Background: an optimization exercise with open tools, aiming at a short achievable clock period, few clock cycles per item and low power. Do not read the settings as production practice.
The RTL was checked by simulation tests, not by an equivalence proof against the original design.
Power is estimated from default activity; no workload was simulated.

File: flow/config.mk
export PLATFORM = sky130hd
export DESIGN_NAME = backend_top
export DESIGN_NICKNAME = backend_top
export VERILOG_FILES = /design/flow/design.v
export SDC_FILE = /design/flow/constraint.sdc
export NUM_CORES = 4
export LEC_CHECK = 0
export CAP_MARGIN = 20
export CORE_MARGIN = 2
export CORE_UTILIZATION = 40
export SLEW_MARGIN = 20
File: flow/constraint.sdc
create_clock -name core_clock -period 12.0 [get_ports {clk_i}]
set_input_delay 2.4000 -clock core_clock [delete_from_list [all_inputs] [get_ports {clk_i}]]
set_output_delay 2.4000 -clock core_clock [all_outputs]
set_load 0.01 [all_outputs]
File: flow/design.v
`default_nettype none
package backend_pkg;
  typedef struct packed {
    logic [5-1:0] rd;
    logic                       use_rd;
    logic [32-1:0]   data;
  } commit_t;
  typedef struct packed {
    logic                       legal;     
    logic                       wr;        
    logic                       use_rs1;
    logic                       use_rs2;
    logic                       is_addi;
    logic                       is_mul;
    logic                       sel_sum;   
    logic                       sub;
    logic                       sel_and;
    logic                       sel_or;
    logic                       sel_xor;
    logic [5-1:0] rd;        
    logic [5-1:0] rs1;
    logic [5-1:0] rs2;
    logic [32-1:0]   imm;
  } decoded_instr_t;
endpackage
`default_nettype wire
`default_nettype none
module backend_decoder (
  input  logic [31:0]                 instr_i,
  output backend_pkg::decoded_instr_t decoded_o
);
  logic [6:0] opcode;
  logic [2:0] funct3;
  logic [6:0] funct7;
  logic       is_op;
  logic       f7_zero;
  logic       is_add;
  logic       is_sub;
  logic       is_and;
  logic       is_or;
  logic       is_xor;
  logic       is_mul;
  logic       is_addi;
  logic       legal;
  assign opcode = instr_i[6:0];
  assign funct3 = instr_i[14:12];
  assign funct7 = instr_i[31:25];
  assign is_op   = opcode == 7'b0110011;
  assign f7_zero = funct7 == 7'b0000000;
  assign is_add  = is_op && f7_zero && funct3 == 3'b000;
  assign is_sub  = is_op && funct7 == 7'b0100000 && funct3 == 3'b000;
  assign is_and  = is_op && f7_zero && funct3 == 3'b111;
  assign is_or   = is_op && f7_zero && funct3 == 3'b110;
  assign is_xor  = is_op && f7_zero && funct3 == 3'b100;
  assign is_mul  = is_op && funct7 == 7'b0000001 && funct3 == 3'b000;
  assign is_addi = opcode == 7'b0010011 && funct3 == 3'b000;
  assign legal   = is_add || is_sub || is_and || is_or || is_xor || is_mul || is_addi;
  always_comb begin
    decoded_o.legal   = legal;
    decoded_o.rd      = legal ? instr_i[11:7] : '0;
    decoded_o.wr      = legal && instr_i[11:7] != '0;
    decoded_o.rs1     = instr_i[19:15];
    decoded_o.rs2     = instr_i[24:20];
    decoded_o.use_rs1 = legal;
    decoded_o.use_rs2 = legal && !is_addi;
    decoded_o.is_addi = is_addi;
    decoded_o.is_mul  = is_mul;
    decoded_o.sel_sum = is_add || is_sub || is_addi;
    decoded_o.sub     = is_sub;
    decoded_o.sel_and = is_and;
    decoded_o.sel_or  = is_or;
    decoded_o.sel_xor = is_xor;
    decoded_o.imm     = {{(32 - 12){instr_i[31]}}, instr_i[31:20]};
  end
endmodule
`default_nettype wire
`default_nettype none
module backend_reg_file (
  input  logic                       clk_i,
  input  logic [5-1:0] raddr_a_i,
  input  logic [5-1:0] raddr_b_i,
  output logic [32-1:0]   rdata_a_o,
  output logic [32-1:0]   rdata_b_o,
  input  logic                       we_i,
  input  logic [5-1:0] waddr_i,
  input  logic [32-1:0]   wdata_i
);
  logic [32-1:1][32-1:0] regs_q;
  logic [32-1:0][32-1:0] regs_all;
  for (genvar r = 1; r < 32; r++) begin : g_reg
    always_ff @(posedge clk_i) begin
      if (we_i && waddr_i == r) begin
        regs_q[r] <= wdata_i;
      end
    end
  end
  assign regs_all  = {regs_q, {32{1'b0}}};
  assign rdata_a_o = regs_all[raddr_a_i];
  assign rdata_b_o = regs_all[raddr_b_i];
endmodule
`default_nettype wire
`default_nettype none
module backend_multiplier (
  input  logic [32-1:0] operand_a_i,
  input  logic [32-1:0] operand_b_i,
  output logic [32-1:0] row0_o,
  output logic [32-1:0] row1_o,
  output logic [32-1:0] row2_o
);
  localparam int W = 32;
  function automatic [W-1:0] csa_s(input [W-1:0] x, input [W-1:0] y, input [W-1:0] z);
    csa_s = x ^ y ^ z;
  endfunction
  function automatic [W-1:0] csa_c(input [W-1:0] x, input [W-1:0] y, input [W-1:0] z);
    csa_c = ((x & y) | (x & z) | (y & z)) << 1;
  endfunction
  logic [16:0][W-1:0] pp;
  logic [11:0][W-1:0] l1;
  logic [7:0][W-1:0]  l2;
  logic [5:0][W-1:0]  l3;
  logic [3:0][W-1:0]  l4;
  logic [W:0]         b_ext;
  logic [W-1:0]       negs;
  assign b_ext = {operand_b_i, 1'b0};
  for (genvar j = 0; j < W / 2; j++) begin : g_pp
    logic [2:0]   bits;
    logic         one;
    logic         two;
    logic [W-1:0] m;
    assign bits    = b_ext[2*j+2:2*j];
    assign one     = bits[1] ^ bits[0];
    assign two     = (bits == 3'b100) || (bits == 3'b011);
    assign m       = ({W{one}} & operand_a_i) | ({W{two}} & (operand_a_i << 1));
    assign pp[j]   = (m ^ {W{bits[2]}}) << (2 * j);
    assign negs[2*j]   = bits[2];
    assign negs[2*j+1] = 1'b0;
  end
  assign pp[16] = negs;
  for (genvar g = 0; g < 5; g++) begin : g_l1
    assign l1[2*g]   = csa_s(pp[3*g], pp[3*g+1], pp[3*g+2]);
    assign l1[2*g+1] = csa_c(pp[3*g], pp[3*g+1], pp[3*g+2]);
  end
  assign l1[10] = pp[15];
  assign l1[11] = pp[16];
  for (genvar g = 0; g < 4; g++) begin : g_l2
    assign l2[2*g]   = csa_s(l1[3*g], l1[3*g+1], l1[3*g+2]);
    assign l2[2*g+1] = csa_c(l1[3*g], l1[3*g+1], l1[3*g+2]);
  end
  for (genvar g = 0; g < 2; g++) begin : g_l3
    assign l3[2*g]   = csa_s(l2[3*g], l2[3*g+1], l2[3*g+2]);
    assign l3[2*g+1] = csa_c(l2[3*g], l2[3*g+1], l2[3*g+2]);
  end
  assign l3[4] = l2[6];
  assign l3[5] = l2[7];
  for (genvar g = 0; g < 2; g++) begin : g_l4
    assign l4[2*g]   = csa_s(l3[3*g], l3[3*g+1], l3[3*g+2]);
    assign l4[2*g+1] = csa_c(l3[3*g], l3[3*g+1], l3[3*g+2]);
  end
  assign row0_o = csa_s(l4[0], l4[1], l4[2]);
  assign row1_o = csa_c(l4[0], l4[1], l4[2]);
  assign row2_o = l4[3];
endmodule
`default_nettype wire
`default_nettype none
module backend_issue (
  input  logic        clk_i,
  input  logic        rst_ni,
  input  logic        fetch_valid_i,
  output logic        fetch_ready_o,
  input  logic [31:0] fetch_instr_i,
  input  logic        consume_i,
  output logic        valid_o,
  output logic [31:0] instr_o
);
  logic        hv_q;
  logic [31:0] h_q;
  logic        sv_q;
  logic [31:0] s_q;
  logic        h_load;
  assign fetch_ready_o = !sv_q;
  assign h_load        = !hv_q || consume_i;
  always_ff @(posedge clk_i or negedge rst_ni) begin
    if (!rst_ni) begin
      hv_q <= 1'b0;
      sv_q <= 1'b0;
    end else if (h_load) begin
      hv_q <= sv_q || fetch_valid_i;
      sv_q <= 1'b0;
    end else if (!sv_q) begin
      sv_q <= fetch_valid_i;
    end
  end
  always_ff @(posedge clk_i) begin
    if (h_load) begin
      h_q <= sv_q ? s_q : fetch_instr_i;
    end
    if (!h_load && !sv_q) begin
      s_q <= fetch_instr_i;
    end
  end
  assign valid_o = hv_q;
  assign instr_o = h_q;
endmodule
`default_nettype wire
`default_nettype none
module backend_commit (
  input  logic                       clk_i,
  input  logic                       rst_ni,
  input  logic                       valid_i,
  input  logic [5-1:0] rd_i,
  input  logic                       use_rd_i,
  input  logic                       wr_i,
  input  logic [32-1:0]   row0_i,
  input  logic [32-1:0]   row1_i,
  input  logic [32-1:0]   row2_i,
  output logic                       valid_o,
  output logic                       wr_o,
  output logic [5-1:0] rd_o,
  output logic [32-1:0]   data_o,
  output logic                       commit_valid_o,
  output backend_pkg::commit_t       commit_o
);
  logic [32-1:0] s;
  logic [32-1:0] c;
  logic                     cv_q;
  logic                     wr_q;
  logic                     use_rd_q;
  logic [5-1:0] rd_q;
  logic [32-1:0] data_q;
  assign s = row0_i ^ row1_i ^ row2_i;
  assign c = ((row0_i & row1_i) | (row0_i & row2_i) | (row1_i & row2_i)) << 1;
  always_ff @(posedge clk_i or negedge rst_ni) begin
    if (!rst_ni) begin
      cv_q <= 1'b0;
    end else begin
      cv_q <= valid_i;
    end
  end
  always_ff @(posedge clk_i) begin
    wr_q     <= wr_i;
    use_rd_q <= use_rd_i;
    rd_q     <= rd_i;
    data_q   <= s + c;
  end
  assign valid_o = cv_q;
  assign wr_o    = cv_q && wr_q;
  assign rd_o    = rd_q;
  assign data_o  = data_q;
  assign commit_valid_o  = cv_q;
  assign commit_o.rd     = rd_q;
  assign commit_o.use_rd = use_rd_q;
  assign commit_o.data   = data_q;
endmodule
`default_nettype wire
`default_nettype none
module backend_top (
  input  logic        clk_i,
  input  logic        rst_ni,
  input  logic        fetch_valid_i,
  output logic        fetch_ready_o,
  input  logic [31:0] fetch_instr_i,
  output logic        commit_valid_o,
  output logic [37:0] commit_o
);
  localparam int W  = 32;
  localparam int AW = 5;
  backend_pkg::commit_t commit_s;
  assign commit_o = commit_s;
  logic        id_valid;
  logic [31:0] id_instr;
  logic        id_consume;
  backend_issue fetch_inst (
    .clk_i         (clk_i),
    .rst_ni        (rst_ni),
    .fetch_valid_i (fetch_valid_i),
    .fetch_ready_o (fetch_ready_o),
    .fetch_instr_i (fetch_instr_i),
    .consume_i     (id_consume),
    .valid_o       (id_valid),
    .instr_o       (id_instr)
  );
  backend_pkg::decoded_instr_t dec;
  backend_decoder decoder_inst (
    .instr_i   (id_instr),
    .decoded_o (dec)
  );
  logic [W-1:0]  rdata_a;
  logic [W-1:0]  rdata_b;
  logic          c_valid;
  logic          c_wr;
  logic [AW-1:0] c_rd;
  logic [W-1:0]  c_data;
  backend_reg_file reg_file_inst (
    .clk_i     (clk_i),
    .raddr_a_i (dec.rs1),
    .raddr_b_i (dec.rs2),
    .rdata_a_o (rdata_a),
    .rdata_b_o (rdata_b),
    .we_i      (c_wr),
    .waddr_i   (c_rd),
    .wdata_i   (c_data)
  );
  logic          ex_valid_q;
  logic          ex_wr_q;
  logic          ex_use_rd_q;
  logic [AW-1:0] ex_rd_q;
  logic          ex_is_mul_q;
  logic          ex_sel_sum_q;
  logic          ex_sub_q;
  logic          ex_sel_and_q;
  logic          ex_sel_or_q;
  logic          ex_sel_xor_q;
  logic [W-1:0]  ex_a_q;
  logic [W-1:0]  ex_b_q;
  logic          ex_a_fm_q;    
  logic          ex_a_fc_q;    
  logic          ex_b_fm_q;
  logic          ex_b_fc_q;
  logic          mx_valid_q;
  logic          mx_wr_q;
  logic          mx_use_rd_q;
  logic [AW-1:0] mx_rd_q;
  logic [W-1:0]  mx_row0_q;
  logic [W-1:0]  mx_row1_q;
  logic [W-1:0]  mx_row2_q;
  logic a_in_ex, a_in_mx, a_in_c;
  logic b_in_ex, b_in_mx, b_in_c;
  logic stall;
  logic issue;
  assign a_in_ex = ex_valid_q && ex_wr_q && ex_rd_q == dec.rs1;
  assign a_in_mx = mx_valid_q && mx_wr_q && mx_rd_q == dec.rs1;
  assign a_in_c  = c_valid    && c_wr    && c_rd    == dec.rs1;
  assign b_in_ex = ex_valid_q && ex_wr_q && ex_rd_q == dec.rs2;
  assign b_in_mx = mx_valid_q && mx_wr_q && mx_rd_q == dec.rs2;
  assign b_in_c  = c_valid    && c_wr    && c_rd    == dec.rs2;
  assign stall = ex_is_mul_q && ((dec.use_rs1 && a_in_ex) || (dec.use_rs2 && b_in_ex));
  assign issue      = id_valid && !stall;
  assign id_consume = issue;
  always_ff @(posedge clk_i or negedge rst_ni) begin
    if (!rst_ni) begin
      ex_valid_q <= 1'b0;
    end else begin
      ex_valid_q <= issue;
    end
  end
  always_ff @(posedge clk_i) begin
    ex_wr_q      <= dec.wr;
    ex_use_rd_q  <= dec.legal;
    ex_rd_q      <= dec.rd;
    ex_is_mul_q  <= dec.is_mul;
    ex_sel_sum_q <= dec.sel_sum;
    ex_sub_q     <= dec.sub;
    ex_sel_and_q <= dec.sel_and;
    ex_sel_or_q  <= dec.sel_or;
    ex_sel_xor_q <= dec.sel_xor;
    ex_a_q       <= a_in_c ? c_data : rdata_a;
    ex_a_fm_q    <= a_in_ex;
    ex_a_fc_q    <= !a_in_ex && a_in_mx;
    if (dec.is_addi) begin
      ex_b_q    <= dec.imm;
      ex_b_fm_q <= 1'b0;
      ex_b_fc_q <= 1'b0;
    end else begin
      ex_b_q    <= b_in_c ? c_data : rdata_b;
      ex_b_fm_q <= b_in_ex;
      ex_b_fc_q <= !b_in_ex && b_in_mx;
    end
  end
  logic [W-1:0] op_a;
  logic [W-1:0] op_b;
  logic [W-1:0] sum;
  logic [W-1:0] alu_result;
  logic [W-1:0] mul_row0;
  logic [W-1:0] mul_row1;
  logic [W-1:0] mul_row2;
  assign op_a = ex_a_fm_q ? mx_row0_q : ex_a_fc_q ? c_data : ex_a_q;
  assign op_b = ex_b_fm_q ? mx_row0_q : ex_b_fc_q ? c_data : ex_b_q;
  assign sum = op_a + (ex_sub_q ? ~op_b : op_b) + W'(ex_sub_q);
  assign alu_result = ({W{ex_sel_sum_q}} & sum)
                    | ({W{ex_sel_and_q}} & (op_a & op_b))
                    | ({W{ex_sel_or_q}}  & (op_a | op_b))
                    | ({W{ex_sel_xor_q}} & (op_a ^ op_b));
  backend_multiplier multiplier_inst (
    .operand_a_i (op_a),
    .operand_b_i (op_b),
    .row0_o      (mul_row0),
    .row1_o      (mul_row1),
    .row2_o      (mul_row2)
  );
  always_ff @(posedge clk_i or negedge rst_ni) begin
    if (!rst_ni) begin
      mx_valid_q <= 1'b0;
    end else begin
      mx_valid_q <= ex_valid_q;
    end
  end
  always_ff @(posedge clk_i) begin
    mx_wr_q     <= ex_wr_q;
    mx_use_rd_q <= ex_use_rd_q;
    mx_rd_q     <= ex_rd_q;
    mx_row0_q   <= ex_is_mul_q ? mul_row0 : alu_result;
    mx_row1_q   <= {W{ex_is_mul_q}} & mul_row1;
    mx_row2_q   <= {W{ex_is_mul_q}} & mul_row2;
  end
  backend_commit commit_inst (
    .clk_i          (clk_i),
    .rst_ni         (rst_ni),
    .valid_i        (mx_valid_q),
    .rd_i           (mx_rd_q),
    .use_rd_i       (mx_use_rd_q),
    .wr_i           (mx_wr_q),
    .row0_i         (mx_row0_q),
    .row1_i         (mx_row1_q),
    .row2_i         (mx_row2_q),
    .valid_o        (c_valid),
    .wr_o           (c_wr),
    .rd_o           (c_rd),
    .data_o         (c_data),
    .commit_valid_o (commit_valid_o),
    .commit_o       (commit_s)
  );
endmodule
`default_nettype wire
File: flow/run.sh
#!/bin/bash
# synth_recipe.tcl (not shown) runs the flow's synth.tcl, then flattens the netlist and writes it again
# the make line also repeats each setting of config.mk as NAME=value (left out here)
make -C /OpenROAD-flow-scripts/flow DESIGN_CONFIG=/design/flow/config.mk WORK_HOME=/design/flow/orfs CLKGATE_MAP_FILE= SYNTH_SCRIPT=/design/flow/synth_recipe.tcl finish
==> results of run 1 <==
==> worst max-delay path, cell delays in order (launching register included) <==
cell and delay [ps]:
sky130_fd_sc_hd__dfxtp_2 310, sky130_fd_sc_hd__buf_4 480, sky130_fd_sc_hd__mux2i_1 250, sky130_fd_sc_hd__nor2_1 80, sky130_fd_sc_hd__a21oi_4 460, sky130_fd_sc_hd__inv_1 640, sky130_fd_sc_hd__ha_1 430, sky130_fd_sc_hd__mux2_2 470
sky130_fd_sc_hd__a22oi_1 270, sky130_fd_sc_hd__xnor2_1 120, sky130_fd_sc_hd__fa_1 520, sky130_fd_sc_hd__fa_1 510, sky130_fd_sc_hd__fa_1 510, sky130_fd_sc_hd__inv_1 50, sky130_fd_sc_hd__fa_1 370, sky130_fd_sc_hd__xnor2_1 210
sky130_fd_sc_hd__xnor2_1 160, sky130_fd_sc_hd__xnor2_1 180, sky130_fd_sc_hd__xnor2_1 160, sky130_fd_sc_hd__xnor2_1 170, sky130_fd_sc_hd__xnor2_1 150, sky130_fd_sc_hd__xnor3_1 240, sky130_fd_sc_hd__a22oi_2 120
==> Yosys cell counts (24+ instances only) <==
cell                       instances
sky130_fd_sc_hd__dfxtp_1         195
sky130_fd_sc_hd__and2_1           31
sky130_fd_sc_hd__inv_1           278
sky130_fd_sc_hd__mux4_2          576
sky130_fd_sc_hd__clkbuf_1        247
sky130_fd_sc_hd__o21a_1           33
sky130_fd_sc_hd__mux2_2          114
sky130_fd_sc_hd__nor2_1          140
sky130_fd_sc_hd__a21oi_1         163
sky130_fd_sc_hd__a22o_1           72
sky130_fd_sc_hd__o21ai_0         115
sky130_fd_sc_hd__mux2i_1         133
sky130_fd_sc_hd__fa_1            200
sky130_fd_sc_hd__o22ai_1          25
sky130_fd_sc_hd__buf_1            80
sky130_fd_sc_hd__nor2b_1          24
sky130_fd_sc_hd__xnor2_1         328
sky130_fd_sc_hd__ha_1            224
sky130_fd_sc_hd__buf_2            24
sky130_fd_sc_hd__xor2_1           41
sky130_fd_sc_hd__nand2_1         169
sky130_fd_sc_hd__a22oi_1         240
sky130_fd_sc_hd__a21o_1           29
sky130_fd_sc_hd__edfxtp_1       1056
==> logic make-up after synthesis <==
family / after synthesis / synth area share, %
buffers and inverters: 653 / 3.56
AO/OA/AOI/OAI: 786 / 7.56
multiplexers: 826 / 21.9
flip-flops: 1256 / 50.1
XOR/XNOR: 372 / 4.60
adder cells (fa/ha/maj): 424 / 9.53
AND/OR/NAND/NOR: 443 / 2.79
==> flip-flops by register name, indices dropped and copies added (netlist names), 5 cells and up <==
register / cells
reg_file_inst.regs_q: 992
commit_inst.data_q: 32
ex_a_q: 32
ex_b_q: 32
fetch_inst.h_q: 32
fetch_inst.s_q: 32
mx_row0_q: 32
mx_row1_q: 28
mx_row2_q: 8
commit_inst.rd_q: 5
ex_rd_q: 5
mx_rd_q: 5
==> stage by stage <==
step	instances	hold slack, ps	cell area, µm²
2_1_floorplan	4760	310	71400
3_3_place_gp	6972	318	75200
3_5_place_dp	6972	319	75200
4_1_cts	7225	326	79700
5_1_grt	7225	338	79700
6_report	7225	326	79700
==> area by class of cell <==
cell class	instances	share of cell area [%]
well taps	2355	3.70
repair buffers	219	2.41
flip-flops and latches	1256	44.9
clock inverters	73	0.980
multi-input cells	2851	42.0
inverters	291	1.37
clock buffers	180	4.69
==> worst min-delay path by stage <==
stage	start	to	slack, ps	cells past startpoint
after floorplan	mx_use_rd_q	commit_inst.use_rd_q	310	0
after global placement	mx_use_rd_q	commit_inst.use_rd_q	320	0
after detailed placement	mx_use_rd_q	commit_inst.use_rd_q	320	0
after CTS	mx_use_rd_q	commit_inst.use_rd_q	330	0
after global routing	ex_use_rd_q	mx_use_rd_q	340	0
final	ex_use_rd_q	mx_use_rd_q	330	0
==> per-layer routing <==
layer / GRT usage, % / up-vias / wire (µm)
li1: - / 18400 / -
met5: 0 / - / 0
met1: 32.9 / 23000 / 88700
met4: 7.16 / 0 / 6450
met2: 39.1 / 2006 / 105000
met3: 4.42 / 372 / 18300
==> power groups by stage <==
stage	sequential (µW)	clock (µW)	combinational [µW]
after global placement	4780	0	3960
after detailed placement	4780	0	3930
after floorplan	4780	0	2540
final	4690	4260	3940
after global routing	4690	4500	4470
after CTS	4690	4330	4000
==> results.py, run 1 <==
metrics = {
    "layout": {
        "multiInputGateArea_um2": 33500,
        "post_route_cells_drive_above_1_share_pct": 22.9,
        "insertedDiodeCount": 0,
        "fill_count": 15600,
        "layout.cells.most_common": "sky130_fd_sc_hd__edfxtp_1",
        "final_net_count": 5217,
        "mostFrequentLayoutCells": "sky130_fd_sc_hd__edfxtp_1 (1056), sky130_fd_sc_hd__mux4_2 (576), sky130_fd_sc_hd__xnor2_1 (328), sky130_fd_sc_hd__inv_1 (278), sky130_fd_sc_hd__a22oi_1 (240)",
        "layout.area.seq_um2": 35800,
        "p_r_area_growth_vs_syn_pct": 11.6,
        "utilization_of_the_core_after_routing_pct": 44.8,
    },
    "drt": {
        "detail_route.wirelength_um": 219000,
        "drtIter0Drc": 5223,
        "final_antenna_net_count": 0,
        "first_pass_iters": 6,
        "detail_route.drc_violations": 0,
        "vias_per_cell": 6.06,
        "routedWlPerCell_um": 30.3,
        "route.vias.total": 43800,
    },
    "placement": {
        "gp_congestion": 0.897,
        "dp_hpwl_um": 134000,
        "io_buffers": 74,
        "post-place-ws_ps": 5060,
    },
    "grt": {
        "first_global_vias": 44500,
        "grt_overflow": 0,
        "grt_max_degree": 131,
        "first_pass_grt_wire_length_um": 317000,
        "grt_usage_pct": 24.1,
        "antenna_found_initial": 5,
    },
    "synthesis": {
        "postSynth.asyncResetShare_pct": 0.398,
        "ys.flop_type": "sky130_fd_sc_hd__edfxtp_1",
        "synth_nets": 5219,
        "synth_area_leaders": "sky130_fd_sc_hd__edfxtp_1 (44%), sky130_fd_sc_hd__mux4_2 (18%), sky130_fd_sc_hd__fa_1 (5.6%)",
        "yosysWarnings": 6,
        "synth.avg_cell_area_um2": 15.0,
        "synthesis.area_um2": 71400,
        "library_cells_used_by_synthesis": 85,
        "ys_seq_elements": 1256,
        "post-synth-top-area-fraction_pct": 44.4,
        "postSynthCellCount": 4760,
        "synth_area_leader_cell": "sky130_fd_sc_hd__edfxtp_1",
        "synth.yosys.seq_area_share_pct": 50.1,
        "number_of_flops_mapped_to_enable_cells_by_yosys": 1056,
    },
    "setup_path": {
        "critPathCapture": "mx_row0_q[31]",
        "critPathCaptureType": "flop",
        "worst-path-max-fanout": 32,
        "setup.worst_path.start_class": "flop",
        "regToRegSetupSlack_ps": 4970,
        "endpoint_required_time_on_the_critical_path_ps": 12690,
        "worstRegToRegCells": 22,
        "criticalPathCategory": "reg2reg",
        "r2r_end": "mx_row0_q[31]",
        "setup.worst_path.start": "ex_b_fc_q",
        "worstReg2RegStart": "ex_b_fc_q",
        "cp_data_arrival_time_ps": 7730,
    },
    "timing": {
        "rsz0062_at_grt": "no",
        "fin_ws_ps": 4970,
        "achievable-frequency_mhz": 142,
        "clock-skew-final_ps": 47.9,
        "tightest_slew_ps": 1210,
        "number_of_endpoints_failing_setup_at_the_final_stage": 0,
        "final.period_utilization_pct": 58.6,
        "finalMaxSlewViolations": 0,
        "finalSetupTns_ps": 0,
        "fin_crit_ps": 7030,
        "max-slew-margin-rel_pct": 19.2,
        "timing_hold_violations_final": 0,
    },
    "pwr": {
        "powerDensity_nw_per_um2": 162,
        "pwr-share-seq_pct": 36.4,
        "power.leakage_uw": 0.0302,
        "power.share.clock_pct": 33.1,
        "p_switching_uw": 4110,
        "power_uw": 12900,
        "p_int_uw": 8770,
        "power_switching_share_pct": 31.9,
        "share_comb_of_total_power_pct": 30.6,
        "peak_supply_drop_mv": 0.197,
    },
    "clock_tree": {
        "postCtsSetupRepairBufs": 0,
        "cts.root.buffer_cell": "sky130_fd_sc_hd__clkbuf_16",
        "cts_tree": "done",
        "cts_num_sinks": 1256,
        "skew_pair_late_insertion_delay_ps": 780,
        "clkTransAtPathRegs_ps": 60,
        "post_cts.resized_instances": 0,
        "cts_inserted_buffers": 139,
        "clock_tree.buffer_depth": 3,
        "cts_hold_buffers": 0,
        "ctsHtreeMaxLevel": 4,
    },
    "floorplanning": {
        "chipHeight_um": 426,
        "io-pin-count": 75,
        "placeableCoreArea_um2": 178000,
        "design.die.area_um2": 182000,
        "initial_core_util_pct": 40.1,
        "dieWidth_um": 426,
        "placement_rows": 155,
    },
    "run": {
        "cap_violations": 0,
    },
    "status": {
        "run_status": "complete, no violations",
    },
    "worst_hold_path": {
        "timing.hold.worst.class": "reg2reg",
    },
}
Testbench counts, summed over its fixed seeds: cycles 24,959, instructions 24,248.
==> run 2: changes to the inputs <==
--- a/flow/design.v
+++ b/flow/design.v
@@ -107,3 +107,4 @@
   output logic [32-1:0] row1_o,
-  output logic [32-1:0] row2_o
+  output logic [32-1:0] row2_o,
+  output logic [32-1:0] row3_o
 );
@@ -158,5 +159,6 @@
   end
-  assign row0_o = csa_s(l4[0], l4[1], l4[2]);
-  assign row1_o = csa_c(l4[0], l4[1], l4[2]);
-  assign row2_o = l4[3];
+  assign row0_o = l4[0];
+  assign row1_o = l4[1];
+  assign row2_o = l4[2];
+  assign row3_o = l4[3];
 endmodule
@@ -215,2 +217,3 @@
   input  logic [32-1:0]   row2_i,
+  input  logic [32-1:0]   row3_i,
   output logic                       valid_o,
@@ -222,2 +225,4 @@
 );
+  logic [32-1:0] s1;
+  logic [32-1:0] c1;
   logic [32-1:0] s;
@@ -229,4 +234,6 @@
   logic [32-1:0] data_q;
-  assign s = row0_i ^ row1_i ^ row2_i;
-  assign c = ((row0_i & row1_i) | (row0_i & row2_i) | (row1_i & row2_i)) << 1;
+  assign s1 = row1_i ^ row2_i ^ row3_i;
+  assign c1 = ((row1_i & row2_i) | (row1_i & row3_i) | (row2_i & row3_i)) << 1;
+  assign s  = row0_i ^ s1 ^ c1;
+  assign c  = ((row0_i & s1) | (row0_i & c1) | (s1 & c1)) << 1;
   always_ff @(posedge clk_i or negedge rst_ni) begin
@@ -325,2 +332,3 @@
   logic [W-1:0]  mx_row2_q;
+  logic [W-1:0]  mx_row3_q;
   logic a_in_ex, a_in_mx, a_in_c;
@@ -335,3 +343,4 @@
   assign b_in_c  = c_valid    && c_wr    && c_rd    == dec.rs2;
-  assign stall = ex_is_mul_q && ((dec.use_rs1 && a_in_ex) || (dec.use_rs2 && b_in_ex));
+  assign stall = (ex_is_mul_q || dec.is_mul) &&
+                 ((dec.use_rs1 && a_in_ex) || (dec.use_rs2 && b_in_ex));
   assign issue      = id_valid && !stall;
@@ -375,4 +384,9 @@
   logic [W-1:0] mul_row2;
+  logic [W-1:0] mul_row3;
+  logic [W-1:0] mul_a;
+  logic [W-1:0] mul_b;
   assign op_a = ex_a_fm_q ? mx_row0_q : ex_a_fc_q ? c_data : ex_a_q;
   assign op_b = ex_b_fm_q ? mx_row0_q : ex_b_fc_q ? c_data : ex_b_q;
+  assign mul_a = ex_a_fc_q ? c_data : ex_a_q;
+  assign mul_b = ex_b_fc_q ? c_data : ex_b_q;
   assign sum = op_a + (ex_sub_q ? ~op_b : op_b) + W'(ex_sub_q);
@@ -383,7 +397,8 @@
   backend_multiplier multiplier_inst (
-    .operand_a_i (op_a),
-    .operand_b_i (op_b),
+    .operand_a_i (mul_a),
+    .operand_b_i (mul_b),
     .row0_o      (mul_row0),
     .row1_o      (mul_row1),
-    .row2_o      (mul_row2)
+    .row2_o      (mul_row2),
+    .row3_o      (mul_row3)
   );
@@ -403,2 +418,3 @@
     mx_row2_q   <= {W{ex_is_mul_q}} & mul_row2;
+    mx_row3_q   <= {W{ex_is_mul_q}} & mul_row3;
   end
@@ -414,2 +430,3 @@
     .row2_i         (mx_row2_q),
+    .row3_i         (mx_row3_q),
     .valid_o        (c_valid),
==> flow/flow/run.sh (new file) <==
#!/bin/bash
set -e
export SETUP_SLACK_MARGIN=8.4
bash standard.sh > standard_flow.log 2>&1
==> flow/standard.sh (new file) <==
#!/bin/bash
# synth_recipe.tcl (not shown) runs the flow's synth.tcl, then flattens the netlist and writes it again
# the make line also repeats each setting of config.mk as NAME=value (left out here)
make -C /OpenROAD-flow-scripts/flow DESIGN_CONFIG=/design/flow/config.mk WORK_HOME=/design/flow/orfs CLKGATE_MAP_FILE= SYNTH_SCRIPT=/design/flow/synth_recipe.tcl "${@:-finish}"
removed: flow/run.sh
==> run 2 against run 1 <==
Net effect: sequential power increased by 1%; flip-flop and latch count grew 21; sequential share of layout area fell by 3.9 points; wire length is 13% higher; clock skew grew 3.5 ps; combinational power down 19%; maximum frequency is 46% higher; area after synthesis is 2.0% higher; first-iteration DRC count increased by 10%; largest power group unchanged; highest routed layer is now met5.
==> results.py, run 2 <==
metrics = {
    "status": {
        "run_status": "complete, no violations",
    },
    "pwr": {
        "power_uw": 12300,
        "pwr-share-seq_pct": 38.6,
        "p_switching_uw": 3680,
        "power_switching_share_pct": 29.9,
        "p_int_uw": 8630,
        "peak_supply_drop_mv": 0.147,
        "share_comb_of_total_power_pct": 26.0,
        "powerDensity_nw_per_um2": 139,
        "power.leakage_uw": 0.0337,
        "power.share.clock_pct": 35.4,
    },
    "placement": {
        "post-place-ws_ps": 5480,
        "gp_congestion": 0.887,
        "io_buffers": 74,
        "place.detailed.instances": 7079,
        "dp_hpwl_um": 140000,
    },
    "setup_path": {
        "crit_path_frequent_cell": "sky130_fd_sc_hd__buf_6",
        "critPathCaptureType": "flop",
        "criticalPathCategory": "reg2reg",
        "setup.worst_path.start_class": "flop",
        "slowest_stage": "sky130_fd_sc_hd__dfxtp_4",
        "endpoint_required_time_on_the_critical_path_ps": 12700,
        "critical_path.max_stage_delay_ps": 430,
        "worst-path-max-fanout": 4,
        "r2r_end": "mx_row0_q[30]",
        "cp_data_arrival_time_ps": 5540,
        "worstRegToRegCells": 25,
        "worstReg2RegStart": "ex_b_fc_q",
        "regToRegSetupSlack_ps": 7170,
    },
    "clock_tree": {
        "clock_tree.buffer_depth": 3,
        "cts_tree": "done",
        "skew_pair_late_insertion_delay_ps": 800,
        "cts_inserted_buffers": 143,
        "clkTransAtPathRegs_ps": 60,
        "cts.root.buffer_cell": "sky130_fd_sc_hd__clkbuf_16",
        "ctsHtreeMaxLevel": 4,
        "cts_num_sinks": 1277,
    },
    "drt": {
        "first_pass_iters": 5,
        "route.vias.total": 47300,
        "detail_route.drc_violations": 0,
        "drtIter0Drc": 5750,
        "detail_route.wirelength_um": 247000,
        "routedWlPerCell_um": 32.2,
        "final_antenna_net_count": 0,
        "vias_per_cell": 6.17,
    },
    "timing": {
        "achievable-frequency_mhz": 207,
        "number_of_endpoints_failing_setup_at_the_final_stage": 0,
        "fin_crit_ps": 4830,
        "finalMaxSlewViolations": 0,
        "timing_hold_violations_final": 0,
        "tightest_slew_ps": 1090,
        "final.period_utilization_pct": 40.3,
        "finalSetupTns_ps": 0,
        "fin_ws_ps": 7170,
        "clock-skew-final_ps": 51.4,
        "max-slew-margin-rel_pct": 25.8,
        "rsz0062_at_grt": "yes",
    },
    "layout": {
        "final_net_count": 5642,
        "layout.cells.most_common": "sky130_fd_sc_hd__edfxtp_1",
        "largest-register": "reg_file_inst.regs_q",
        "post_route_cells_drive_above_1_share_pct": 38.3,
        "largest_register_ffs": 992,
        "mostFrequentLayoutCells": "sky130_fd_sc_hd__edfxtp_1 (1056), sky130_fd_sc_hd__mux4_2 (576), sky130_fd_sc_hd__xnor2_1 (300), sky130_fd_sc_hd__inv_1 (293), sky130_fd_sc_hd__buf_4 (244)",
        "p_r_area_growth_vs_syn_pct": 21.7,
        "stdcell_count": 7678,
    },
    "worst_hold_path": {
        "hold_depth": 0,
        "hold_path_startpoint": "ex_use_rd_q",
        "timing.hold.worst_endpoint": "mx_use_rd_q",
        "timing.hold.worst.class": "reg2reg",
    },
    "grt": {
        "globalRoute.busiestLayer": "met2",
        "grt_max_degree": 81,
        "first_pass_grt_wire_length_um": 353000,
        "grt_overflow": 0,
        "first_global_vias": 48000,
        "met2_usage_pct": 41.5,
        "grt.met1_usage_pct": 36.1,
        "antenna_found_initial": 10,
        "grt_usage_pct": 26.5,
        "grt_util_met3_pct": 6.40,
    },
    "floorplanning": {
        "io-pin-count": 75,
        "initial_core_util_pct": 40.3,
        "placeableCoreArea_um2": 181000,
        "placement_rows": 156,
        "chipHeight_um": 431,
        "design.die.area_um2": 185000,
        "dieWidth_um": 431,
    },
    "synthesis": {
        "synth.yosys.seq_area_share_pct": 49.7,
        "yosys.cell_count.top_type": "sky130_fd_sc_hd__edfxtp_1",
        "postSynthCellCount": 4889,
        "yosysWarnings": 6,
        "synth_area_leaders": "sky130_fd_sc_hd__edfxtp_1 (44%), sky130_fd_sc_hd__mux4_2 (18%), sky130_fd_sc_hd__dfxtp_1 (5.9%)",
        "synthesis.area_um2": 72800,
        "ys.flop_type": "sky130_fd_sc_hd__edfxtp_1",
        "synth.avg_cell_area_um2": 14.9,
        "synth_area_leader_cell": "sky130_fd_sc_hd__edfxtp_1",
        "postSynth.asyncResetShare_pct": 0.392,
        "number_of_flops_mapped_to_enable_cells_by_yosys": 1056,
        "ys_seq_elements": 1277,
        "post_synth_most_frequent_cells": "sky130_fd_sc_hd__edfxtp_1 (1056), sky130_fd_sc_hd__mux4_2 (576), sky130_fd_sc_hd__inv_1 (373), sky130_fd_sc_hd__xnor2_1 (348), sky130_fd_sc_hd__clkbuf_1 (255)",
        "library_cells_used_by_synthesis": 77,
        "post-synth-top-area-fraction_pct": 43.6,
        "synth_nets": 5341,
    },
    "run": {
        "cap_violations": 0,
    },
}
==> run 2: what timing repair did <==
action | 4_1_cts | 5_1_grt
hold buffers | 0 | 0
gates resized for setup | 929 | 144
setup buffers | 256 | 29
setup endpoints to repair | 262 | 174
gates cloned | 49 | 2
pin swaps | 253 | 104
==> run 2: area by class of cell <==
class | instances | area [µm²]
fill | 15000 | 92100
clock buffer | 185 | 3800
clock inverter | 75 | 812
sequential | 1277 | 36300
tap | 2370 | 2970
multi-input combinational | 2870 | 36900
timing repair inverter | 6 | 42.5
inverter | 384 | 1560
timing repair buffer | 508 | 6260
antenna | 3 | 7.51
==> run 2: cell families (layout without fill, tap and decap cells) <==
logic type	count (synthesis)	in the layout	synth area share (%)
fa+ha+maj	417	417	9.22
other cells	0	3	0
mux	895	904	22.6
buf+inv	754	1158	3.94
simple gates	419	422	2.71
compound gates	743	743	7.09
flops	1277	1277	49.7
xor+xnor	384	384	4.73
==> run 2: worst max-delay path: cells and delay by family (launching register included) <==
family          cells  cell delay, ps
fa+ha+maj           1             250
compound gates      8            1830
buf+inv             9            1040
flops               1             430
mux                 2             740
simple gates        4             350
xor+xnor            1             100
==> run 2: metal layers <==
layer  wire length (µm)  share of wire [%]  up-vias
met2             114000                 46     2621
met5                 73              0.030        -
met3              25300                 10      503
met1              98100                 40    24800
li1                   -                  -    19400
met4               9910                4.0        6
==> run 2: metrics by stage <==
step	utilization [%]	hold WS, ps	cell area [µm²]
final	49.0	326	88600
after global routing	49.0	328	88600
after CTS	48.5	327	87600
after detailed placement	42.4	318	76700
after global placement	42.4	316	76700
after floorplan	-	310	73400
==> run 2: worst max-delay path by stage <==
stage,start,to,slack (ps),depth (start not counted)
floorplan,ex_b_fc_q,mx_row0_q[31],7200,23
global placement,ex_b_fc_q,mx_row0_q[31],5480,20
detailed placement,ex_b_fc_q,mx_row0_q[31],5480,20
CTS,ex_b_fc_q,mx_row0_q[31],7260,20
global route,ex_b_fc_q,mx_row0_q[31],7050,21
finish,ex_b_fc_q,mx_row0_q[30],7170,25
==> run 2: power groups by stage <==
stage                     combinational (µW)  clock (µW)  sequential [µW]
final                                   3210        4350             4750
after floorplan                         1790           0             4850
after global placement                  2610           0             4850
after detailed placement                2620           0             4850
after global routing                    3510        4570             4750
after CTS                               3090        4400             4750
Testbench counts of run 2, summed over its fixed seeds: cycles 25,512, instructions 24,248.
==> run 3: changes to the inputs <==
==> flow/run.sh (new file) <==
#!/bin/bash
# synth_recipe.tcl (not shown) runs the flow's synth.tcl, then flattens the netlist and writes it again
# the make line also repeats each setting of config.mk as NAME=value (left out here)
make -C /OpenROAD-flow-scripts/flow DESIGN_CONFIG=/design/flow/config.mk WORK_HOME=/design/flow/orfs CLKGATE_MAP_FILE= SYNTH_SCRIPT=/design/flow/synth_recipe.tcl finish
--- a/flow/config.mk
+++ b/flow/config.mk
@@ -10,2 +10,3 @@
 export CORE_UTILIZATION = 40
+export SETUP_SLACK_MARGIN = 5
 export SLEW_MARGIN = 20
removed: flow/flow/run.sh
removed: flow/standard.sh
==> run 3 against run 2 <==
Net effect: first-iteration DRC count fell by 8.1%; combinational power decreased by 18%; still clean on timing, DRC and antenna; cell count fell by 4.1%; critical path type unchanged.
==> results.py, run 3 <==
metrics = {
    "setup_path": {
        "endpoint_required_time_on_the_critical_path_ps": 12650,
        "r2r_end": "mx_row0_q[31]",
        "cp_data_arrival_time_ps": 6770,
        "critPathCaptureType": "flop",
        "worstPathBufferInverterCount": 4,
        "crit_chain": "buf_4, mux2i_2, buf_4, inv_2, ha_1, nand2_1, nand2_1, a22oi_1, xnor2_1, fa_1, fa_1, inv_1, fa_1, xnor2_1, xnor2_1, xnor2_1, xnor2_1, xnor2_1, xnor2_1, xnor2_1, a21oi_1",
        "regToRegSetupSlack_ps": 5880,
        "worst-path-max-fanout": 33,
        "worstReg2RegStart": "ex_b_fc_q",
        "critical_path.top_delay_family": "adder cells",
        "worstRegToRegCells": 21,
        "slowest_stage": "sky130_fd_sc_hd__nand2_1",
        "criticalPathCategory": "reg2reg",
        "crit_path_frequent_cell": "sky130_fd_sc_hd__xnor2_1",
        "critical_path.max_stage_delay_ps": 560,
        "setup.worst_path.start_class": "flop",
    },
    "placement": {
        "io_buffers": 74,
        "gp_congestion": 0.871,
        "post_dp_cell_area_um2": 76600,
        "dp_hpwl_um": 134000,
    },
    "timing": {
        "max-slew-margin-rel_pct": 29.6,
        "achievable-frequency_mhz": 163,
        "final.period_utilization_pct": 51.0,
        "timing_hold_violations_final": 0,
        "fin_crit_ps": 6120,
        "finalMaxSlewViolations": 0,
        "rsz0062_at_grt": "no",
        "clock-skew-final_ps": 49.4,
        "finalSetupTns_ps": 0,
        "tightest_slew_ps": 1050,
        "number_of_endpoints_failing_setup_at_the_final_stage": 0,
    },
    "grt": {
        "first_global_vias": 45300,
        "antenna_found_initial": 6,
        "first_pass_grt_wire_length_um": 323000,
        "grt_max_degree": 117,
        "grt_usage_pct": 23.9,
        "grt_overflow": 0,
    },
    "layout": {
        "post_route_cells_drive_above_1_share_pct": 23.8,
        "p_r_area_growth_vs_syn_pct": 11.8,
        "mostFrequentLayoutCells": "sky130_fd_sc_hd__edfxtp_1 (1056), sky130_fd_sc_hd__mux4_2 (576), sky130_fd_sc_hd__inv_1 (373), sky130_fd_sc_hd__xnor2_1 (348), sky130_fd_sc_hd__a22oi_1 (237)",
        "layout.cells.most_common": "sky130_fd_sc_hd__edfxtp_1",
        "final_area_um2": 81400,
        "largest-register": "reg_file_inst.regs_q",
        "layout.area.seq_um2": 36200,
        "largest_register_ffs": 992,
        "fill_count": 15900,
        "multiInputGateArea_um2": 34100,
        "final_net_count": 5330,
    },
    "synthesis": {
        "yosysWarnings": 6,
        "synthesis.area_um2": 72800,
        "synth_nets": 5341,
        "postSynthCellCount": 4889,
        "post-synth-top-area-fraction_pct": 43.6,
        "library_cells_used_by_synthesis": 77,
        "synth_area_leaders": "sky130_fd_sc_hd__edfxtp_1 (44%), sky130_fd_sc_hd__mux4_2 (18%), sky130_fd_sc_hd__dfxtp_1 (5.9%)",
        "post_synth_most_frequent_cells": "sky130_fd_sc_hd__edfxtp_1 (1056), sky130_fd_sc_hd__mux4_2 (576), sky130_fd_sc_hd__inv_1 (373), sky130_fd_sc_hd__xnor2_1 (348), sky130_fd_sc_hd__clkbuf_1 (255)",
        "ys.flop_type": "sky130_fd_sc_hd__edfxtp_1",
        "number_of_flops_mapped_to_enable_cells_by_yosys": 1056,
        "synth_area_leader_cell": "sky130_fd_sc_hd__edfxtp_1",
        "synth.yosys.seq_area_share_pct": 49.7,
        "synth.avg_cell_area_um2": 14.9,
        "postSynth.asyncResetShare_pct": 0.392,
        "yosys.cell_count.top_type": "sky130_fd_sc_hd__edfxtp_1",
        "ys_seq_elements": 1277,
    },
    "drt": {
        "final_antenna_net_count": 0,
        "route.vias.total": 44700,
        "detail_route.drc_violations": 0,
        "vias_per_cell": 6.07,
        "routedWlPerCell_um": 30.2,
        "drtIter0Drc": 5286,
        "detail_route.wirelength_um": 223000,
        "first_pass_iters": 6,
    },
    "clock_tree": {
        "post_cts.resized_instances": 0,
        "cts_inserted_buffers": 142,
        "cts.root.buffer_cell": "sky130_fd_sc_hd__clkbuf_16",
        "clkTransAtPathRegs_ps": 70,
        "cts_tree": "done",
        "postCtsSetupRepairBufs": 0,
        "clock_tree.buffer_depth": 3,
        "cts_num_sinks": 1277,
        "ctsHtreeMaxLevel": 4,
        "cts_hold_buffers": 0,
        "skew_pair_late_insertion_delay_ps": 800,
    },
    "worst_hold_path": {
        "timing.hold.worst_endpoint": "mx_use_rd_q",
        "hold_path_startpoint": "ex_use_rd_q",
        "timing.hold.worst.class": "reg2reg",
        "hold_depth": 0,
    },
    "floorplanning": {
        "placeableCoreArea_um2": 181000,
        "initial_core_util_pct": 40.3,
        "dieWidth_um": 431,
        "design.die.area_um2": 185000,
        "io-pin-count": 75,
        "chipHeight_um": 431,
        "placement_rows": 156,
    },
    "run": {
        "cap_violations": 0,
    },
    "pwr": {
        "powerDensity_nw_per_um2": 146,
        "peak_supply_drop_mv": 0.128,
        "power.leakage_uw": 0.0311,
    },
    "status": {
        "run_status": "complete, no violations",
    },
}
run 3: cell counts after synthesis:
No cell type changed its count.
run 3: area by class of cell:
type / instances / area share (%)
inverter: 384 / 1.77
clock buffer: 175 / 4.62
timing repair buffer: 215 / 2.35
antenna: 1 / 0.00307
clock inverter: 87 / 1.29
sequential: 1277 / 44.4
multi-input combinational: 2858 / 41.9
tap: 2370 / 3.64
run 3: through the flow:
stage	hold slack, ps	instances	power, µW	worst slack, ps	util, %
floorplan	310	4889	6590	6120	-
global placement	317	7104	7460	5940	42.4
detailed placement	317	7104	7470	5940	42.4
CTS	329	7366	12000	5960	45.0
global route	330	7366	12500	5530	45.0
finish	327	7367	11900	5880	45.0
run 3: worst max path at each step:
stage	startpoint	end	slack [ps]	depth (start not counted)
2_1_floorplan	commit_inst.data_q[11]	mx_row0_q[31]	6120	22
3_3_place_gp	ex_b_fc_q	mx_row0_q[31]	5940	21
3_5_place_dp	ex_b_fc_q	mx_row0_q[31]	5940	21
4_1_cts	ex_b_fc_q	mx_row0_q[31]	5960	21
5_1_grt	ex_b_fc_q	mx_row0_q[31]	5530	21
6_report	ex_b_fc_q	mx_row0_q[31]	5880	21
run 3: cells by family (layout without fill, tap and decap cells):
group,after synthesis,count (layout),share of synthesized area [%]
AO/OA/AOI/OAI,743,743,7.09
XOR/XNOR,384,384,4.73
AND/OR/NAND/NOR,419,419,2.71
multiplexers,895,895,22.6
adder cells (fa/ha/maj),417,417,9.22
flip-flops,1277,1277,49.7
other,0,1,0
buffers and inverters,754,861,3.94
run 3: report_power, final:
| group | internal, µW | switching [µW] |
|---|---|---|
| clock | 2610 | 1910 |
| sequential | 4750 | 7.51 |
| combinational | 1100 | 1530 |
run 3: routing by layer:
| metal | part of all wire (%) | GRT usage (%) | vias up | wire [µm] |
|---|---|---|---|---|
| met4 | 2.9 | 6.86 | 4 | 6530 |
| met5 | 0.012 | 0 | - | 26 |
| met1 | 41 | 33.2 | 23600 | 91500 |
| met3 | 8.4 | 4.41 | 341 | 18700 |
| met2 | 48 | 38.5 | 2086 | 106000 |
| li1 | - | - | 18700 | - |
==> run 4: changes to the inputs <==
--- a/flow/design.v
+++ b/flow/design.v
@@ -103,2 +103,3 @@
 module backend_multiplier (
+  input  logic                     enable_i,
   input  logic [32-1:0] operand_a_i,
@@ -129,9 +130,11 @@
     logic         two;
+    logic         neg;
     logic [W-1:0] m;
     assign bits    = b_ext[2*j+2:2*j];
-    assign one     = bits[1] ^ bits[0];
-    assign two     = (bits == 3'b100) || (bits == 3'b011);
+    assign one     = enable_i && (bits[1] ^ bits[0]);
+    assign two     = enable_i && ((bits == 3'b100) || (bits == 3'b011));
+    assign neg     = enable_i && bits[2];
     assign m       = ({W{one}} & operand_a_i) | ({W{two}} & (operand_a_i << 1));
-    assign pp[j]   = (m ^ {W{bits[2]}}) << (2 * j);
-    assign negs[2*j]   = bits[2];
+    assign pp[j]   = (m ^ {W{neg}}) << (2 * j);
+    assign negs[2*j]   = neg;
     assign negs[2*j+1] = 1'b0;
@@ -218,2 +221,3 @@
   input  logic [32-1:0]   row3_i,
+  output logic [32-1:0]   result_o,
   output logic                       valid_o,
@@ -249,4 +253,5 @@
     rd_q     <= rd_i;
-    data_q   <= s + c;
+    data_q   <= result_o;
   end
+  assign result_o = s + c;
   assign valid_o = cv_q;
@@ -322,5 +327,3 @@
   logic          ex_a_fm_q;    
-  logic          ex_a_fc_q;    
   logic          ex_b_fm_q;
-  logic          ex_b_fc_q;
   logic          mx_valid_q;
@@ -333,2 +336,3 @@
   logic [W-1:0]  mx_row3_q;
+  logic [W-1:0]  mx_result;
   logic a_in_ex, a_in_mx, a_in_c;
@@ -364,5 +368,4 @@
     ex_sel_xor_q <= dec.sel_xor;
-    ex_a_q       <= a_in_c ? c_data : rdata_a;
+    ex_a_q       <= a_in_mx ? mx_result : a_in_c ? c_data : rdata_a;
     ex_a_fm_q    <= a_in_ex;
-    ex_a_fc_q    <= !a_in_ex && a_in_mx;
     if (dec.is_addi) begin
@@ -370,7 +373,5 @@
       ex_b_fm_q <= 1'b0;
-      ex_b_fc_q <= 1'b0;
     end else begin
-      ex_b_q    <= b_in_c ? c_data : rdata_b;
+      ex_b_q    <= b_in_mx ? mx_result : b_in_c ? c_data : rdata_b;
       ex_b_fm_q <= b_in_ex;
-      ex_b_fc_q <= !b_in_ex && b_in_mx;
     end
@@ -380,2 +381,3 @@
   logic [W-1:0] sum;
+  logic [W:0]   sum_ext;
   logic [W-1:0] alu_result;
@@ -385,9 +387,6 @@
   logic [W-1:0] mul_row3;
-  logic [W-1:0] mul_a;
-  logic [W-1:0] mul_b;
-  assign op_a = ex_a_fm_q ? mx_row0_q : ex_a_fc_q ? c_data : ex_a_q;
-  assign op_b = ex_b_fm_q ? mx_row0_q : ex_b_fc_q ? c_data : ex_b_q;
-  assign mul_a = ex_a_fc_q ? c_data : ex_a_q;
-  assign mul_b = ex_b_fc_q ? c_data : ex_b_q;
-  assign sum = op_a + (ex_sub_q ? ~op_b : op_b) + W'(ex_sub_q);
+  assign op_a = ex_a_fm_q ? mx_row0_q : ex_a_q;
+  assign op_b = ex_b_fm_q ? mx_row0_q : ex_b_q;
+  assign sum_ext = {op_a, 1'b1} + {op_b ^ {W{ex_sub_q}}, ex_sub_q};
+  assign sum     = sum_ext[W:1];
   assign alu_result = ({W{ex_sel_sum_q}} & sum)
@@ -397,4 +396,5 @@
   backend_multiplier multiplier_inst (
-    .operand_a_i (mul_a),
-    .operand_b_i (mul_b),
+    .enable_i    (ex_is_mul_q),
+    .operand_a_i (ex_a_q),
+    .operand_b_i (ex_b_q),
     .row0_o      (mul_row0),
@@ -415,6 +415,6 @@
     mx_rd_q     <= ex_rd_q;
-    mx_row0_q   <= ex_is_mul_q ? mul_row0 : alu_result;
-    mx_row1_q   <= {W{ex_is_mul_q}} & mul_row1;
-    mx_row2_q   <= {W{ex_is_mul_q}} & mul_row2;
-    mx_row3_q   <= {W{ex_is_mul_q}} & mul_row3;
+    mx_row0_q   <= mul_row0 | alu_result;
+    mx_row1_q   <= mul_row1;
+    mx_row2_q   <= mul_row2;
+    mx_row3_q   <= mul_row3;
   end
@@ -431,2 +431,3 @@
     .row3_i         (mx_row3_q),
+    .result_o       (mx_result),
     .valid_o        (c_valid),
==> flow/flow/run.sh (new file) <==
#!/bin/bash
set -e
export SETUP_SLACK_MARGIN=8.4
export BUFFER_PORTS_ARGS="-buffer_cell sky130_fd_sc_hd__buf_4"
bash standard.sh > standard_flow.log 2>&1
==> flow/standard.sh (new file) <==
#!/bin/bash
# synth_recipe.tcl (not shown) runs the flow's synth.tcl, then flattens the netlist and writes it again
# the make line also repeats each setting of config.mk as NAME=value (left out here)
make -C /OpenROAD-flow-scripts/flow DESIGN_CONFIG=/design/flow/config.mk WORK_HOME=/design/flow/orfs CLKGATE_MAP_FILE= SYNTH_SCRIPT=/design/flow/synth_recipe.tcl "${@:-finish}"
--- a/flow/config.mk
+++ b/flow/config.mk
@@ -10,3 +10,2 @@
 export CORE_UTILIZATION = 40
-export SETUP_SLACK_MARGIN = 5
 export SLEW_MARGIN = 20
removed: flow/run.sh
==> run 4 against run 3 <==
Net effect: wire length grew 8.3%; non-clock buffer count increased by 261; highest routed layer unchanged; clock power fell by 2%; worst setup slack better by 1600 ps; cell count rose by 4.3%; die area down 0.50%; sequential power about the same; worst hold slack is essentially flat; sequential share of layout area shrank 2.8 points; largest cell class unchanged.
==> results.py, run 4 <==
metrics = {
    "setup_path": {
        "critPathCaptureType": "flop",
        "critical_path.top_delay_family": "adder cells",
        "worst-path-stages": 21,
        "cp_data_arrival_time_ps": 5220,
        "crit_path_frequent_cell": "sky130_fd_sc_hd__buf_6",
        "worstReg2RegStart": "ex_b_q[11]",
        "setup.worst_path.start": "ex_b_q[11]",
        "crit_chain": "buf_6, ha_4, mux2i_1, nor2b_1, buf_6, buf_4, buf_6, buf_6, buf_8, a22oi_2, xnor2_2, fa_1, inv_2, fa_1, inv_1, fa_1, inv_1, fa_2, a21oi_1, o211ai_1, a31o_2",
        "criticalPathCategory": "reg2reg",
        "endpoint_required_time_on_the_critical_path_ps": 12680,
        "regToRegSetupSlack_ps": 7470,
        "worstPathBufferInverterCount": 9,
        "worstRegToRegCells": 21,
        "worst-path-max-fanout": 5,
        "slowest_stage": "sky130_fd_sc_hd__fa_1",
        "critical_path.max_stage_delay_ps": 580,
        "r2r_end": "mx_row0_q[23]",
        "setup.worst_path.start_class": "flop",
        "critPathCapture": "mx_row0_q[23]",
    },
    "timing": {
        "fin_crit_ps": 4530,
        "clock-skew-final_ps": 37.7,
        "finalMaxSlewViolations": 0,
        "timing_hold_violations_final": 0,
        "achievable-frequency_mhz": 221,
        "final.period_utilization_pct": 37.8,
        "tightest_slew_ps": 1210,
        "finalSetupTns_ps": 0,
        "rsz0062_at_grt": "yes",
        "number_of_endpoints_failing_setup_at_the_final_stage": 0,
        "max-slew-margin-rel_pct": 19.4,
    },
    "synthesis": {
        "number_of_flops_mapped_to_enable_cells_by_yosys": 1056,
        "yosys.cell_count.top_type": "sky130_fd_sc_hd__edfxtp_1",
        "library_cells_used_by_synthesis": 79,
        "synth_nets": 5419,
        "ys.flop_type": "sky130_fd_sc_hd__edfxtp_1",
        "synthesis.area_um2": 72400,
        "post_synth_most_frequent_cells": "sky130_fd_sc_hd__edfxtp_1 (1056), sky130_fd_sc_hd__mux4_2 (576), sky130_fd_sc_hd__inv_1 (375), sky130_fd_sc_hd__xnor2_1 (355), sky130_fd_sc_hd__clkbuf_1 (292)",
        "post-synth-top-area-fraction_pct": 43.8,
        "synth.yosys.seq_area_share_pct": 49.9,
        "ys_seq_elements": 1275,
        "postSynth.asyncResetShare_pct": 0.392,
        "synth_area_leader_cell": "sky130_fd_sc_hd__edfxtp_1",
        "yosysWarnings": 6,
        "postSynthCellCount": 4968,
        "synth.avg_cell_area_um2": 14.6,
        "synth_area_leaders": "sky130_fd_sc_hd__edfxtp_1 (44%), sky130_fd_sc_hd__mux4_2 (18%), sky130_fd_sc_hd__dfxtp_1 (5.9%)",
    },
    "layout": {
        "p_r_area_growth_vs_syn_pct": 20.5,
        "stdcell_count": 7681,
        "largest_register_ffs": 992,
        "insertedDiodeCount": 0,
        "layout.cells.most_common": "sky130_fd_sc_hd__edfxtp_1",
        "largest-register": "reg_file_inst.regs_q",
        "final_net_count": 5655,
        "mostFrequentLayoutCells": "sky130_fd_sc_hd__edfxtp_1 (1056), sky130_fd_sc_hd__mux4_2 (576), sky130_fd_sc_hd__inv_1 (319), sky130_fd_sc_hd__xnor2_1 (306), sky130_fd_sc_hd__buf_4 (276)",
        "utilization_of_the_core_after_routing_pct": 48.4,
        "post_route_cells_drive_above_1_share_pct": 36.5,
        "final_area_um2": 87300,
    },
    "clock_tree": {
        "cts.root.buffer_cell": "sky130_fd_sc_hd__clkbuf_16",
        "skew_pair_late_insertion_delay_ps": 790,
        "cts_tree": "done",
        "clock_tree.buffer_depth": 3,
        "cts_hold_buffers": 0,
        "clkTransAtPathRegs_ps": 60,
        "cts_inserted_buffers": 143,
        "ctsHtreeMaxLevel": 4,
        "cts_num_sinks": 1275,
    },
    "placement": {
        "dp_hpwl_um": 135000,
        "io_buffers": 74,
        "post_dp_cell_area_um2": 76100,
        "gp_congestion": 0.896,
        "place.detailed.instances": 7169,
    },
    "drt": {
        "final_antenna_net_count": 0,
        "drtIter0Drc": 6354,
        "route.vias.total": 47400,
        "first_pass_iters": 6,
        "detail_route.drc_violations": 0,
        "detail_route.wirelength_um": 241000,
        "vias_per_cell": 6.17,
        "routedWlPerCell_um": 31.4,
    },
    "worst_hold_path": {
        "timing.hold.worst.class": "reg2reg",
        "hold_path_startpoint": "mx_use_rd_q",
    },
    "floorplanning": {
        "design.die.area_um2": 185000,
        "placement_rows": 156,
        "dieWidth_um": 430,
        "io-pin-count": 75,
        "chipHeight_um": 430,
        "placeableCoreArea_um2": 180000,
        "initial_core_util_pct": 40.2,
    },
    "grt": {
        "grt_max_degree": 69,
        "first_global_vias": 47700,
        "antenna_found_initial": 4,
        "grt_overflow": 0,
        "first_pass_grt_wire_length_um": 347000,
        "grt_usage_pct": 25.9,
    },
    "pwr": {
        "power.leakage_uw": 0.0336,
        "powerDensity_nw_per_um2": 112,
        "peak_supply_drop_mv": 0.162,
    },
    "status": {
        "run_status": "complete, no violations",
    },
    "run": {
        "cap_violations": 0,
    },
}
## run 4: how the worst min path moves through the flow
| stage | to | cells after the start |
|---|---|---|
| 4_1_cts | commit_inst.use_rd_q | 0 |
| 5_1_grt | commit_inst.use_rd_q | 0 |
| 2_1_floorplan | commit_inst.use_rd_q | 0 |
| 3_3_place_gp | commit_inst.use_rd_q | 0 |
| 3_5_place_dp | commit_inst.use_rd_q | 0 |
| 6_report | commit_inst.use_rd_q | 0 |
## run 4: final cells by class
type / count / area (µm²)
Fill cell: 15200 / 93100
Timing Repair Buffer: 476 / 5970
Sequential cell: 1275 / 36400
Clock buffer: 182 / 3840
Inverter: 383 / 1470
Multi-Input combinational cell: 2925 / 35900
Tap cell: 2370 / 2970
Clock inverter: 70 / 837
## run 4: cells by family (layout without fill, tap and decap cells)
logic type	Yosys count	after routing	share of synthesized area, %
AO/OA/AOI/OAI	733	733	6.84
XOR/XNOR	434	434	5.26
adder cells (fa/ha/maj)	416	416	9.24
buffers and inverters	772	1111	4.05
flip-flops	1275	1275	49.9
multiplexers	821	821	21.5
AND/OR/NAND/NOR	517	521	3.24
## run 4: power by group
part	internal [µW]	switching (µW)	total, µW
Sequential	4730	25.0	4760
Clock	2550	1880	4430
Combinational	241	340	581
## run 4: routing by layer
metal,share of wire (%),global-route usage [%],routed length [µm]
met1,40,35.8,96000
met5,0.0066,0,16
met4,3.7,8.91,8860
met3,10,5.94,24800
met2,46,40.3,112000
## run 4: timing repair
action                     in CTS  in global routing
cloned                         45                  7
setup endpoints to repair     222                184
pin swaps                     202                171
gates resized for setup       684                198
buffers inserted              172                 36
## run 4: through the flow
step                setup slack (ps)  hold slack, ps  power (µW)
detailed placement              6660             319        5380
floorplan                       7700             310        5220
CTS                             7600             329        9800
finish                          7470             327        9770
global placement                6630             311        5380
global route                    7350             341       10000
Testbench counts of run 4, summed over its fixed seeds: cycles 25,512, instructions 24,248.
==> run 5: changes to the inputs <==
--- a/flow/config.mk
+++ b/flow/config.mk
@@ -10,2 +10,3 @@
 export CORE_UTILIZATION = 40
+export CTS_BUF_LIST = sky130_fd_sc_hd__clkbuf_4 sky130_fd_sc_hd__clkbuf_8
 export SLEW_MARGIN = 20
==> run 5 against run 4 <==
Net effect: critical endpoint is now mx_row0_q[31]; critical path depth fell by 2; sequential share of layout area barely moved; largest cell class unchanged; area after synthesis did not move; worst setup slack improved by 120 ps; largest power group unchanged.
==> results.py, run 5 <==
metrics = {
    "setup_path": {
        "endpoint_required_time_on_the_critical_path_ps": 12870,
        "worstReg2RegStart": "ex_b_q[5]",
        "criticalPathCategory": "reg2reg",
        "crit_path_frequent_cell": "sky130_fd_sc_hd__xnor2_2",
        "cp_data_arrival_time_ps": 5280,
        "slowest_stage": "sky130_fd_sc_hd__fa_1",
        "setup.worst_path.start_class": "flop",
        "critPathCaptureType": "flop",
        "regToRegSetupSlack_ps": 7590,
        "worstRegToRegCells": 19,
        "worst-path-max-fanout": 5,
        "critical_path.max_stage_delay_ps": 490,
        "crit_chain": "clkinvlp_4, ha_4, and2_4, buf_12, a22oi_2, xnor2_2, fa_1, inv_1, fa_1, fa_2, xnor2_2, xnor2_2, xnor2_2, xnor2_2, xnor2_1, xnor2_1, xnor2_1, nand3_1, a21o_1",
        "r2r_end": "mx_row0_q[31]",
    },
    "timing": {
        "timing_hold_violations_final": 0,
        "clock-skew-final_ps": 89.5,
        "max-slew-margin-rel_pct": 14.2,
        "fin_crit_ps": 4410,
        "finalSetupTns_ps": 0,
        "tightest_slew_ps": 1290,
        "achievable-frequency_mhz": 227,
        "finalMaxSlewViolations": 0,
        "final.period_utilization_pct": 36.8,
        "fin_ws_ps": 7590,
        "rsz0062_at_grt": "yes",
        "number_of_endpoints_failing_setup_at_the_final_stage": 0,
    },
    "clock_tree": {
        "clkTransAtPathRegs_ps": 70,
        "ctsHtreeMaxLevel": 4,
        "cts_hold_buffers": 0,
        "skew_pair_late_insertion_delay_ps": 990,
        "cts_num_sinks": 1275,
        "cts.root.buffer_cell": "sky130_fd_sc_hd__clkbuf_8",
        "cts_inserted_buffers": 211,
        "cts_tree": "done",
        "clock_tree.buffer_depth": 3,
    },
    "worst_hold_path": {
        "hold_depth": 0,
        "timing.hold.worst.class": "reg2reg",
        "timing.hold.worst_endpoint": "commit_inst.use_rd_q",
        "hold_path_startpoint": "mx_use_rd_q",
    },
    "synthesis": {
        "post-synth-top-area-fraction_pct": 43.8,
        "synth.avg_cell_area_um2": 14.6,
        "library_cells_used_by_synthesis": 79,
        "postSynth.asyncResetShare_pct": 0.392,
        "synth.yosys.seq_area_share_pct": 49.9,
        "synthesis.area_um2": 72400,
        "ys_seq_elements": 1275,
        "synth_area_leader_cell": "sky130_fd_sc_hd__edfxtp_1",
        "yosys.cell_count.top_type": "sky130_fd_sc_hd__edfxtp_1",
        "number_of_flops_mapped_to_enable_cells_by_yosys": 1056,
        "synth_nets": 5419,
        "postSynthCellCount": 4968,
        "synth_area_leaders": "sky130_fd_sc_hd__edfxtp_1 (44%), sky130_fd_sc_hd__mux4_2 (18%), sky130_fd_sc_hd__dfxtp_1 (5.9%)",
        "yosysWarnings": 6,
        "ys.flop_type": "sky130_fd_sc_hd__edfxtp_1",
        "post_synth_most_frequent_cells": "sky130_fd_sc_hd__edfxtp_1 (1056), sky130_fd_sc_hd__mux4_2 (576), sky130_fd_sc_hd__inv_1 (375), sky130_fd_sc_hd__xnor2_1 (355), sky130_fd_sc_hd__clkbuf_1 (292)",
    },
    "layout": {
        "largest-register": "reg_file_inst.regs_q",
        "fill_count": 15400,
        "post_route_cells_drive_above_1_share_pct": 38.3,
        "final_net_count": 5730,
        "largest_register_ffs": 992,
        "p_r_area_growth_vs_syn_pct": 20.4,
        "layout.cells.most_common": "sky130_fd_sc_hd__edfxtp_1",
        "mostFrequentLayoutCells": "sky130_fd_sc_hd__edfxtp_1 (1056), sky130_fd_sc_hd__mux4_2 (576), sky130_fd_sc_hd__inv_1 (324), sky130_fd_sc_hd__xnor2_1 (309), sky130_fd_sc_hd__buf_4 (278)",
        "utilization_of_the_core_after_routing_pct": 48.4,
    },
    "floorplanning": {
        "design.die.area_um2": 185000,
        "io-pin-count": 75,
        "placeableCoreArea_um2": 180000,
        "placement_rows": 156,
        "dieWidth_um": 430,
        "initial_core_util_pct": 40.2,
        "chipHeight_um": 430,
    },
    "pwr": {
        "peak_supply_drop_mv": 0.120,
        "powerDensity_nw_per_um2": 109,
        "power.leakage_uw": 0.0338,
        "power_uw": 9500,
    },
    "drt": {
        "drtIter0Drc": 5804,
        "detail_route.wirelength_um": 243000,
        "first_pass_iters": 8,
        "vias_per_cell": 6.10,
        "route.vias.total": 47700,
        "detail_route.drc_violations": 0,
        "routedWlPerCell_um": 31.0,
        "final_antenna_net_count": 0,
    },
    "status": {
        "run_status": "complete, no violations",
    },
    "grt": {
        "grt_usage_pct": 26.0,
        "first_pass_grt_wire_length_um": 348000,
        "grt_overflow": 0,
        "first_global_vias": 48000,
        "antenna_found_initial": 10,
        "grt_max_degree": 69,
    },
    "run": {
        "cap_violations": 0,
    },
    "placement": {
        "io_buffers": 74,
        "dp_hpwl_um": 135000,
        "post-place-ws_ps": 6660,
        "gp_congestion": 0.896,
    },
}
-- run 5: cell counts after synthesis --
Identical to the previous run, type by type.
-- run 5: worst max path at each step --
stage	from	end	slack, ps	cells past startpoint
after floorplan	ex_b_q[1]	mx_row0_q[31]	7700	23
after global placement	ex_is_mul_q	mx_row0_q[31]	6630	16
after detailed placement	ex_is_mul_q	mx_row0_q[31]	6660	16
after CTS	ex_b_q[11]	mx_row0_q[31]	7590	20
after global routing	ex_b_q[11]	mx_row0_q[31]	7340	20
final	ex_b_q[5]	mx_row0_q[31]	7590	19
-- run 5: cell families after synthesis --
group	Yosys count	share of synthesized area, %
DFF	1275	49.9
and+or+nand+nor	517	3.24
xor gates and xnor gates	434	5.26
buffers and inverters	772	4.05
adders and majority gates	416	9.24
muxes	821	21.5
AOI/OAI and AO/OA	733	6.84
-- run 5: layer usage --
| metal | wire length (µm) | GRT usage, % | up-vias |
|---|---|---|---|
| met2 | 112000 | 40.5 | 2741 |
| met4 | 8750 | 8.90 | 4 |
| met1 | 96500 | 35.8 | 25000 |
| met5 | 29 | 0 | - |
| li1 | - | - | 19600 |
| met3 | 24900 | 6.21 | 480 |
-- run 5: through the flow --
| stage | hold slack, ps | instance area, µm² | std cells |
|---|---|---|---|
| final | 329 | 87200 | 7829 |
| after detailed placement | 319 | 76100 | 7169 |
| after floorplan | 310 | 72900 | 4968 |
| after CTS | 335 | 85700 | 7764 |
| after global routing | 345 | 87200 | 7828 |
| after global placement | 311 | 76100 | 7169 |
-- run 5: critical path: cells and delay by family (launching register included) --
family | cells | cell delay, ps
XOR/XNOR | 8 | 1360
AO/OA/AOI/OAI | 2 | 340
flip-flops | 1 | 390
AND/OR/NAND/NOR | 2 | 310
buffers and inverters | 3 | 320
adder cells (fa/ha/maj) | 4 | 1580
-- run 5: what timing repair did --
action / CTS / global route
cloned: 44 / 9
setup endpoints to repair: 223 / 184
resized for setup: 665 / 205
pin swaps: 163 / 159
buffers inserted: 160 / 54
endpoints found under the hold margin: 0 / 0
-- run 5: layout make-up --
cell class	count	area, µm²	share of cell area [%]
sequential	1275	36400	41.7
multi-input combinational	2925	35800	41.0
timing repair buffer	483	6070	6.96
clock buffer	299	3690	4.23
tap	2370	2970	3.40
inverter	383	1490	1.71
clock inverter	92	870	0.997
antenna	2	5.00	0.00574
-- run 5: report_power, final --
part / internal, µW / switching, µW / total (µW)
clock: 2280 / 1880 / 4160
sequential: 4730 / 24.1 / 4760
combinational: 243 / 343 / 585

Re-timed with assumed drivers on the ports (clkbuf_16 on the clock, buf_2 on other inputs), run 5 has 7.590 ns of setup slack against 7.590 ns with ideal ports, and 7.590 ns once port delays also move by the mid clock arrival of 1.020 ns.
